Background: an optimization exercise with open tools, aiming at small area, a short achievable clock period and few clock cycles. Do not read the settings as production practice.
RTL that was checked went through simulation tests only; none was proved equivalent to the original.
The clock port is modelled as an ideal driver; clocking choices that lean on that would not hold on a real chip.
Power and IR drop assume default switching activity.

Setup of zinc:
// fixed_arith_top
module fixed_arith_top
#(
  parameter int ADDR_W = 5
)
(
  input  logic              clk,
  input  logic              rst_n,
  input  logic [ADDR_W-1:0] awaddr,
  input  logic              awvalid,
  output logic              awready,
  input  logic [31:0]       wdata,
  input  logic [3:0]        wstrb,
  input  logic              wvalid,
  output logic              wready,
  output logic [1:0]        bresp,
  output logic              bvalid,
  input  logic              bready,
  input  logic [ADDR_W-1:0] araddr,
  input  logic              arvalid,
  output logic              arready,
  output logic [31:0]       rdata,
  output logic [1:0]        rresp,
  output logic              rvalid,
  input  logic              rready
);
make LEC_CHECK=0 ABC_CLOCK_PERIOD_IN_PS=2900 CAP_MARGIN=20 CORE_MARGIN=2 CORE_UTILIZATION=40 SETUP_SLACK_MARGIN=2.5 SLEW_MARGIN=20 SYNTH_HIERARCHICAL=1 SYNTH_MINIMUM_KEEP_SIZE=0 finish   # period 5.5 ns
run.sh (not shown) runs the stock make flow with config.mk's settings and CLKGATE_MAP_FILE= SYNTH_SCRIPT=/design/flow/synth_recipe.tcl, a recipe that flattens the netlist after the stock synthesis.
Relative to zinc, the following input files were edited for delta:
-- flow/config.mk --
<<< zinc, line 11
export CORE_UTILIZATION = 40
export SETUP_SLACK_MARGIN = 2.5
export SLEW_MARGIN = 20
>>> delta, line 11
export CORE_UTILIZATION = 40
export SETUP_SLACK_MARGIN = 2.2
export SLEW_MARGIN = 20
## What came out
- The lower count of placed standard cells in the final layout, fillers left out came out of delta.
- Required time at the endpoint of the critical path across delta and zinc: no real change.
- Compared delta against zinc; hold slack within noise.
- Number of buffers inserted to repair setup after CTS (delta over zinc): decrease, 4
- Measured against each other, delta and zinc differ in relative contribution of combinational cells to total power, the higher figure coming from zinc.
- Internal power summed over all cells for delta: about 9% down relative to zinc
- delta against zinc: post-route antenna net violation count now sits at about the same level, sequential cell area dropped 0.67%, power lower, post-layout worst setup margin fell 110 ps, clock period minus final worst setup slack picked up an extra 110 ps.
No run of this note included a check of the RTL's function; only the layout flow was run.

---

Another version of the RTL of fixed_arith_top (not shown whole).
For scale: ~1,300 cells after synthesis, roughly 170 flip-flops.
export LEC_CHECK = 0
export CAP_MARGIN = 20
export CORE_MARGIN = 2
export CORE_UTILIZATION = 65
export CTS_BUF_LIST = sky130_fd_sc_hd__clkbuf_8
export SETUP_SLACK_MARGIN = 2.5
export SLEW_MARGIN = 20
export SYNTH_HIERARCHICAL = 1
export SYNTH_MINIMUM_KEEP_SIZE = 0
create_clock -name core_clock -period 5.5 [get_ports {clk}]
standard.sh (not shown) runs the stock make flow with config.mk's settings and CLKGATE_MAP_FILE= SYNTH_SCRIPT=/design/flow/synth_recipe.tcl, a recipe that flattens the netlist after the stock synthesis.
==> flow/flow/run.sh <==
#!/bin/bash
# The standard layout with two changes:
#  - the smallest plain buffer on each port, in place of the delay buffer
#    ORFS's buffer_ports picks by default;
#  - after CTS, useful clock skew between the multiplier's pipeline stages
#    (flow/skew.tcl): the operand registers get their clock early and the
#    rdata registers late. Then the standard flow goes on from global routing.
set -euo pipefail
here=$(pwd)
res=$here/orfs/results/sky130hd/fixed_arith_top/base
bufs="BUFFER_PORTS_ARGS=-buffer_cell sky130_fd_sc_hd__buf_1"
source flow/skew.env
bash standard.sh "$bufs" SETUP_SLACK_MARGIN=$MARGIN_CTS cts > standard_cts.log 2>&1
cp $res/4_cts.odb $here/4_cts_noskew.odb
ODB_IN=$here/4_cts_noskew.odb SDC_IN=$res/4_cts.sdc ODB_OUT=$res/4_cts.odb \
  openroad -no_init -exit flow/skew.tcl > skew.log 2>&1
rm -f $here/4_cts_noskew.odb
bash standard.sh "$bufs" SETUP_SLACK_MARGIN=$MARGIN_ROUTE finish > standard_finish.log 2>&1
==> flow/flow/skew.env <==
# settings of flow/run.sh and flow/skew.tcl
export MARGIN_CTS=2.2
export MARGIN_ROUTE=3.0
export LATE_SPECS='{{u_regs.rdata*} sky130_fd_sc_hd__clkbuf_4 4 8}'
export EARLY_PAT="u_regs.operands* u_regs.b_one* u_regs.b_two*"
export EARLY_BUF=sky130_fd_sc_hd__clkbuf_16
export EARLY_N=2
export CLK_NET=clk
Other scripts of this flow, unchanged in this note and not shown: flow/flow/skew.tcl
Testbench counts at the start, summed over its fixed seeds: cycles 7,706.
Then changed:
--- a/flow/flow/skew.env
+++ b/flow/flow/skew.env
@@ -2 +2 @@
-export MARGIN_CTS=2.2
+export MARGIN_CTS=2.5
@@ -7 +7 @@
-export EARLY_N=2
+export EARLY_N=3
Outcome: The changed run ran to the end with no violations. Non-clock buffer count is lower by 3. Global-route usage is higher by 0.34 points. Clock-buffer cell count is unchanged.
Then changed:
--- a/flow/flow/skew.env
+++ b/flow/flow/skew.env
@@ -7 +7 @@
-export EARLY_N=3
+export EARLY_N=2
After rerunning: Combinational power hardly moves; final cell count barely changes; routed wire length goes down by about 0.4%; clock-buffer cell count is unchanged; final area stays flat; sequential share of layout area hardly moves; die area does not change; power goes down by about 0.3%; sequential cell count stays the same; non-clock buffer count goes down by 1; clock skew goes down by 0.027 ns.

---

v53:
fixed_arith_top, a different RTL version from the one above (not shown whole).
For scale: roughly 1200 cells after synthesis, ~160 flip-flops, ~13000 sq um of cells after synthesis.
## fixed_arith_top
module fixed_arith_top
#(
  parameter int ADDR_W = 5
)
(
  input  logic              clk,
  input  logic              rst_n,
  input  logic [ADDR_W-1:0] awaddr,
  input  logic              awvalid,
  output logic              awready,
  input  logic [31:0]       wdata,
  input  logic [3:0]        wstrb,
  input  logic              wvalid,
  output logic              wready,
  output logic [1:0]        bresp,
  output logic              bvalid,
  input  logic              bready,
  input  logic [ADDR_W-1:0] araddr,
  input  logic              arvalid,
  output logic              arready,
  output logic [31:0]       rdata,
  output logic [1:0]        rresp,
  output logic              rvalid,
  input  logic              rready
);
==> flow/config.mk <==
export PLATFORM = sky130hd
export DESIGN_NAME = fixed_arith_top
export DESIGN_NICKNAME = fixed_arith_top
export VERILOG_FILES = /design/flow/design.v
export SDC_FILE = /design/flow/constraint.sdc
export NUM_CORES = 4
export LEC_CHECK = 0
export ABC_CLOCK_PERIOD_IN_PS = 2900
export CAP_MARGIN = 20
export CORE_MARGIN = 2
export CORE_UTILIZATION = 40
export SETUP_SLACK_MARGIN = 2.3
export SLEW_MARGIN = 20
export SYNTH_HIERARCHICAL = 1
export SYNTH_MINIMUM_KEEP_SIZE = 0
==> flow/constraint.sdc <==
create_clock -name core_clock -period 5.5 [get_ports {clk}]
set_input_delay 1.1000 -clock core_clock [delete_from_list [all_inputs] [get_ports {clk}]]
set_output_delay 1.1000 -clock core_clock [all_outputs]
set_load 0.01 [all_outputs]
==> flow/flow/run.sh <==
#!/bin/bash
# The standard layout, with the smallest plain buffer on each port in
# place of the delay buffer ORFS's buffer_ports picks by default.
set -o pipefail
bash standard.sh BUFFER_PORTS_ARGS="-buffer_cell sky130_fd_sc_hd__buf_1" finish > standard.log 2>&1
v53 completed; timing, DRC and antenna clean
Testbench counts of v53, summed over its fixed seeds: cycles 7,706.
What v18 does differently from v53 at the input level:
- SETUP_SLACK_MARGIN: 2.3 -> 2.6
==> flow/run.sh (new file) <==
#!/bin/bash
# synth_recipe.tcl (not shown) runs the flow's synth.tcl, then flattens the netlist and writes it again
# the make line also repeats each setting of config.mk as NAME=value (left out here)
make -C /OpenROAD-flow-scripts/flow DESIGN_CONFIG=/design/flow/config.mk WORK_HOME=/design/flow/orfs CLKGATE_MAP_FILE= SYNTH_SCRIPT=/design/flow/synth_recipe.tcl finish
removed: flow/flow/run.sh
removed: flow/standard.sh
- The headroom to the max-slew limit of v18 exceeds that of v53 by 0.55 points.
- Looking at global-route total usage across every layer, v18 sits 0.98 points above v53.
- Relative to v53, part of the cycle the worst path needs has decreased by 1.1 points in v18.
- Re multiplexer share of the synthesized area: no difference whatsoever between v18 and v53.
- Taking v53 as 1.0, v18 lands at 1.12 on design area.
- Data required time of the worst path came out higher on v18 than on v53.
- v18: post-layout total power 12% above v53
- v18: worst hold slack after final layout is 3.1 ps higher than what v53 reported.
- Comparing v53 and v18, global routing met3 resource utilization is lower on v18.
What v34 does differently from v18 at the input level:
- SETUP_SLACK_MARGIN: 2.6 -> 2.0
### Flow results
Cmp v18 and v34 / worst hold slack / lower: v18
Summary of v34 over v18: source-to-sink clock delay at the later pin of the worst-skew pair saw a decrease, non-clock buffer area fraction after layout saw a decrease.
Reported for v18 and v34, vertical extent of the die turned out identical to the last digit.
Edits applied to the flow inputs when going from v34 to v28:
- SETUP_SLACK_MARGIN now 2.3, was 2.0
Findings:
On length of routed wiring on met1: v28 sits above v34. On v28: final-layout clock-cell area share is 0.28 points lower than what v34 gave. According to the power report, total power for v28 is higher than for v34.

---

RTL: one of the versions met above, not the one the previous note started from.
For scale: about 1300 cells after synthesis, roughly 13000 sq um of cells after synthesis.
==> flow/config.mk <==
export PLATFORM = sky130hd
export DESIGN_NAME = fixed_arith_top
export DESIGN_NICKNAME = fixed_arith_top
export VERILOG_FILES = /design/flow/design.v
export SDC_FILE = /design/flow/constraint.sdc
export NUM_CORES = 4
export LEC_CHECK = 0
export CAP_MARGIN = 20
export CORE_MARGIN = 2
export CORE_UTILIZATION = 65
export SETUP_SLACK_MARGIN = 2.5
export SLEW_MARGIN = 20
export SYNTH_HIERARCHICAL = 1
export SYNTH_MINIMUM_KEEP_SIZE = 0
==> flow/constraint.sdc <==
create_clock -name core_clock -period 5.5 [get_ports {clk}]
set_input_delay 1.1000 -clock core_clock [delete_from_list [all_inputs] [get_ports {clk}]]
set_output_delay 1.1000 -clock core_clock [all_outputs]
set_load 0.01 [all_outputs]
==> flow/flow/run.sh <==
#!/bin/bash
# The standard layout with two changes:
#  - the smallest plain buffer on each port, in place of the delay buffer
#    ORFS's buffer_ports picks by default;
#  - after CTS, useful clock skew between the multiplier's pipeline stages
#    (flow/skew.tcl): the operand registers get their clock early and the
#    rdata registers late. Then the standard flow goes on from global routing.
set -euo pipefail
here=$(pwd)
res=$here/orfs/results/sky130hd/fixed_arith_top/base
bufs="BUFFER_PORTS_ARGS=-buffer_cell sky130_fd_sc_hd__buf_1"
source flow/skew.env
bash standard.sh "$bufs" SETUP_SLACK_MARGIN=$MARGIN_CTS cts > standard_cts.log 2>&1
cp $res/4_cts.odb $here/4_cts_noskew.odb
ODB_IN=$here/4_cts_noskew.odb SDC_IN=$res/4_cts.sdc ODB_OUT=$res/4_cts.odb \
  openroad -no_init -exit flow/skew.tcl > skew.log 2>&1
rm -f $here/4_cts_noskew.odb
bash standard.sh "$bufs" SETUP_SLACK_MARGIN=$MARGIN_ROUTE finish > standard_finish.log 2>&1
==> flow/flow/skew.env <==
# settings of flow/run.sh and flow/skew.tcl
export MARGIN_CTS=2.5
export MARGIN_ROUTE=3.0
export LATE_SPECS='{{u_regs.rdata*} sky130_fd_sc_hd__clkbuf_4 4 8}'
export EARLY_PAT="u_regs.operands* u_regs.b_one* u_regs.b_two*"
export EARLY_BUF=sky130_fd_sc_hd__clkbuf_16
export EARLY_N=2
export CLK_NET=clk
Other scripts of this flow, unchanged in this note and not shown: flow/flow/skew.tcl
Testbench counts at the start, summed over its fixed seeds: cycles 7,706.
Rerun with:
--- a/flow/flow/skew.env
+++ b/flow/flow/skew.env
@@ -3,2 +3,2 @@
-export MARGIN_ROUTE=3.0
-export LATE_SPECS='{{u_regs.rdata*} sky130_fd_sc_hd__clkbuf_4 4 8}'
+export MARGIN_ROUTE=2.9
+export LATE_SPECS='{{u_regs.rdata*} sky130_fd_sc_hd__clkbuf_4 3 8}'
--- a/flow/config.mk
+++ b/flow/config.mk
@@ -10,0 +11 @@
+export CTS_BUF_LIST = sky130_fd_sc_hd__clkbuf_8
Outcome: Power falls by a few percent; global-route usage falls by 0.34 points; critical path depth is unchanged; routed wire length falls slightly; clock power falls by a quarter to a third; synthesized cell count does not change; clock skew falls by 0.065 ns; first-iteration DRC count falls by roughly a tenth; worst setup slack degrades by 0.081 ns; core utilization falls by 1.2 points; non-clock buffer count falls by 8.
Rerun with:
--- a/flow/flow/run.sh
+++ b/flow/flow/run.sh
@@ -2 +2,3 @@
-# The standard layout with two changes:
+# The standard layout with three changes:
+#  - the buffers that synthesis put in are removed at floorplanning
+#    (REMOVE_ABC_BUFFERS), and timing repair adds back the ones needed;
@@ -11,0 +14 @@
+rmbufs="REMOVE_ABC_BUFFERS=1"
@@ -13 +16 @@
-bash standard.sh "$bufs" SETUP_SLACK_MARGIN=$MARGIN_CTS cts > standard_cts.log 2>&1
+bash standard.sh "$bufs" "$rmbufs" SETUP_SLACK_MARGIN=$MARGIN_CTS cts > standard_cts.log 2>&1
@@ -18 +21 @@
-bash standard.sh "$bufs" SETUP_SLACK_MARGIN=$MARGIN_ROUTE finish > standard_finish.log 2>&1
+bash standard.sh "$bufs" "$rmbufs" SETUP_SLACK_MARGIN=$MARGIN_ROUTE finish > standard_finish.log 2>&1
--- a/flow/flow/skew.env
+++ b/flow/flow/skew.env
@@ -3,2 +3,2 @@
-export MARGIN_ROUTE=2.9
-export LATE_SPECS='{{u_regs.rdata*} sky130_fd_sc_hd__clkbuf_4 3 8}'
+export MARGIN_ROUTE=3.0
+export LATE_SPECS='{{u_regs.rdata*} sky130_fd_sc_hd__clkbuf_4 4 8}'
Via count increases slightly.
Flip-flop and latch count does not change.
Worst hold slack degrades by 0.11 ns.
Setup slack gains 0.11 ns.
Cell count went up slightly.
Utilization rises by 1.3 points.
Synthesized area is unchanged.
Die area is unchanged.
Non-clock buffer count grows by 13.
Count of clock-buffer cells in the layout is unchanged.
Rerun with:
--- a/flow/flow/run.sh
+++ b/flow/flow/run.sh
@@ -2,3 +2 @@
-# The standard layout with three changes:
-#  - the buffers that synthesis put in are removed at floorplanning
-#    (REMOVE_ABC_BUFFERS), and timing repair adds back the ones needed;
+# The standard layout with two changes:
@@ -14 +11,0 @@
-rmbufs="REMOVE_ABC_BUFFERS=1"
@@ -16 +13 @@
-bash standard.sh "$bufs" "$rmbufs" SETUP_SLACK_MARGIN=$MARGIN_CTS cts > standard_cts.log 2>&1
+bash standard.sh "$bufs" SETUP_SLACK_MARGIN=$MARGIN_CTS cts > standard_cts.log 2>&1
@@ -21 +18 @@
-bash standard.sh "$bufs" "$rmbufs" SETUP_SLACK_MARGIN=$MARGIN_ROUTE finish > standard_finish.log 2>&1
+bash standard.sh "$bufs" SETUP_SLACK_MARGIN=$MARGIN_ROUTE finish > standard_finish.log 2>&1
--- a/flow/flow/skew.env
+++ b/flow/flow/skew.env
@@ -3 +3 @@
-export MARGIN_ROUTE=3.0
+export MARGIN_ROUTE=2.9
=> Global-route usage falls by 0.15 points. Total power falls by 7.0%. Via count falls by 2.2%. Utilization falls by 1.9 points.
Rerun with:
--- a/flow/flow/skew.env
+++ b/flow/flow/skew.env
@@ -4 +4 @@
-export LATE_SPECS='{{u_regs.rdata*} sky130_fd_sc_hd__clkbuf_4 4 8}'
+export LATE_SPECS='{{u_regs.rdata*} sky130_fd_sc_hd__clkbuf_4 3 8}'
--- a/flow/config.mk
+++ b/flow/config.mk
@@ -11 +10,0 @@
-export CTS_BUF_LIST = sky130_fd_sc_hd__clkbuf_8
Result: Combinational power climbs by 4.9%. Non-clock buffer count decreases by 3. Area after synthesis does not change. Global-route usage came out higher by 0.15 points. Hold slack improves by 0.10 ns. Power rises by 5.6%. Critical path depth increases by 5. Final cell count hardly moves.

-- re-timing with driven ports --
The results above use ideal ports. As a check the final layouts listed here were re-extracted and re-timed, cells and wires unchanged. Step 1: set_driving_cell puts a clkbuf_16 on clk and a buf_2 on each other input, an assumption about the parent block. Step 2, shift: input delay + t, output delay - t, t = (earliest + latest rising clock arrival at the registers) / 2. This alone moves slack from input paths to output paths. Three values: no drivers, after step 1, after step 2; two values: the first two.
run | t (ns) | setup slack, ns | clock arrival spread, ns | worst data-port slew with drivers (ns)
zinc | 0.497 | 2.456 / 2.456 / 2.279 | 0.017 / 0.017 | 0.04
delta | 0.498 | 2.349 / 2.349 / 2.152 | 0.015 / 0.015 | 0.04
the first run of note 2 | 0.622 | 2.839 / 2.839 / 2.626 | 0.797 / 0.797 | 0.03
the second run of note 2 | 0.628 | 2.938 / 2.862 / 2.601 | 0.825 / 0.826 | 0.03
the third run of note 2 | 0.621 | 2.937 / 2.883 / 2.616 | 0.798 / 0.799 | 0.03
v53 | 0.496 | 2.395 / 2.395 / 2.395 | 0.016 / 0.016 | 0.04
v18 | 0.489 | 2.458 / 2.458 / 2.323 | 0.015 / 0.015 | 0.04
v34 | 0.477 | 2.119 / 2.119 / 2.119 | 0.017 / 0.017 | 0.04
v28 | 0.487 | 2.356 / 2.356 / 2.356 | 0.014 / 0.013 | 0.04
the first run of note 4 | 0.606 | 2.914 / 2.914 / 2.644 | 0.761 / 0.760 | 0.03
the second run of note 4 | 0.571 | 2.833 / 2.833 / 2.481 | 0.696 / 0.697 | 0.03
the third run of note 4 | 0.626 | 2.942 / 2.873 / 2.635 | 0.806 / 0.806 | 0.03
the fourth run of note 4 | 0.620 | 2.911 / 2.883 / 2.417 | 0.798 / 0.798 | 0.03
the fifth run of note 4 | 0.556 | 2.817 / 2.817 / 2.512 | 0.660 / 0.660 | 0.03
Clock arrivals are far apart in 8 of these runs, so t is only a midpoint there and step 2 fits no single register. For the fourth run of note 4, which loses most, drivers alone change the setup slack by -0.028 ns; drivers and shift together by -0.494 ns.
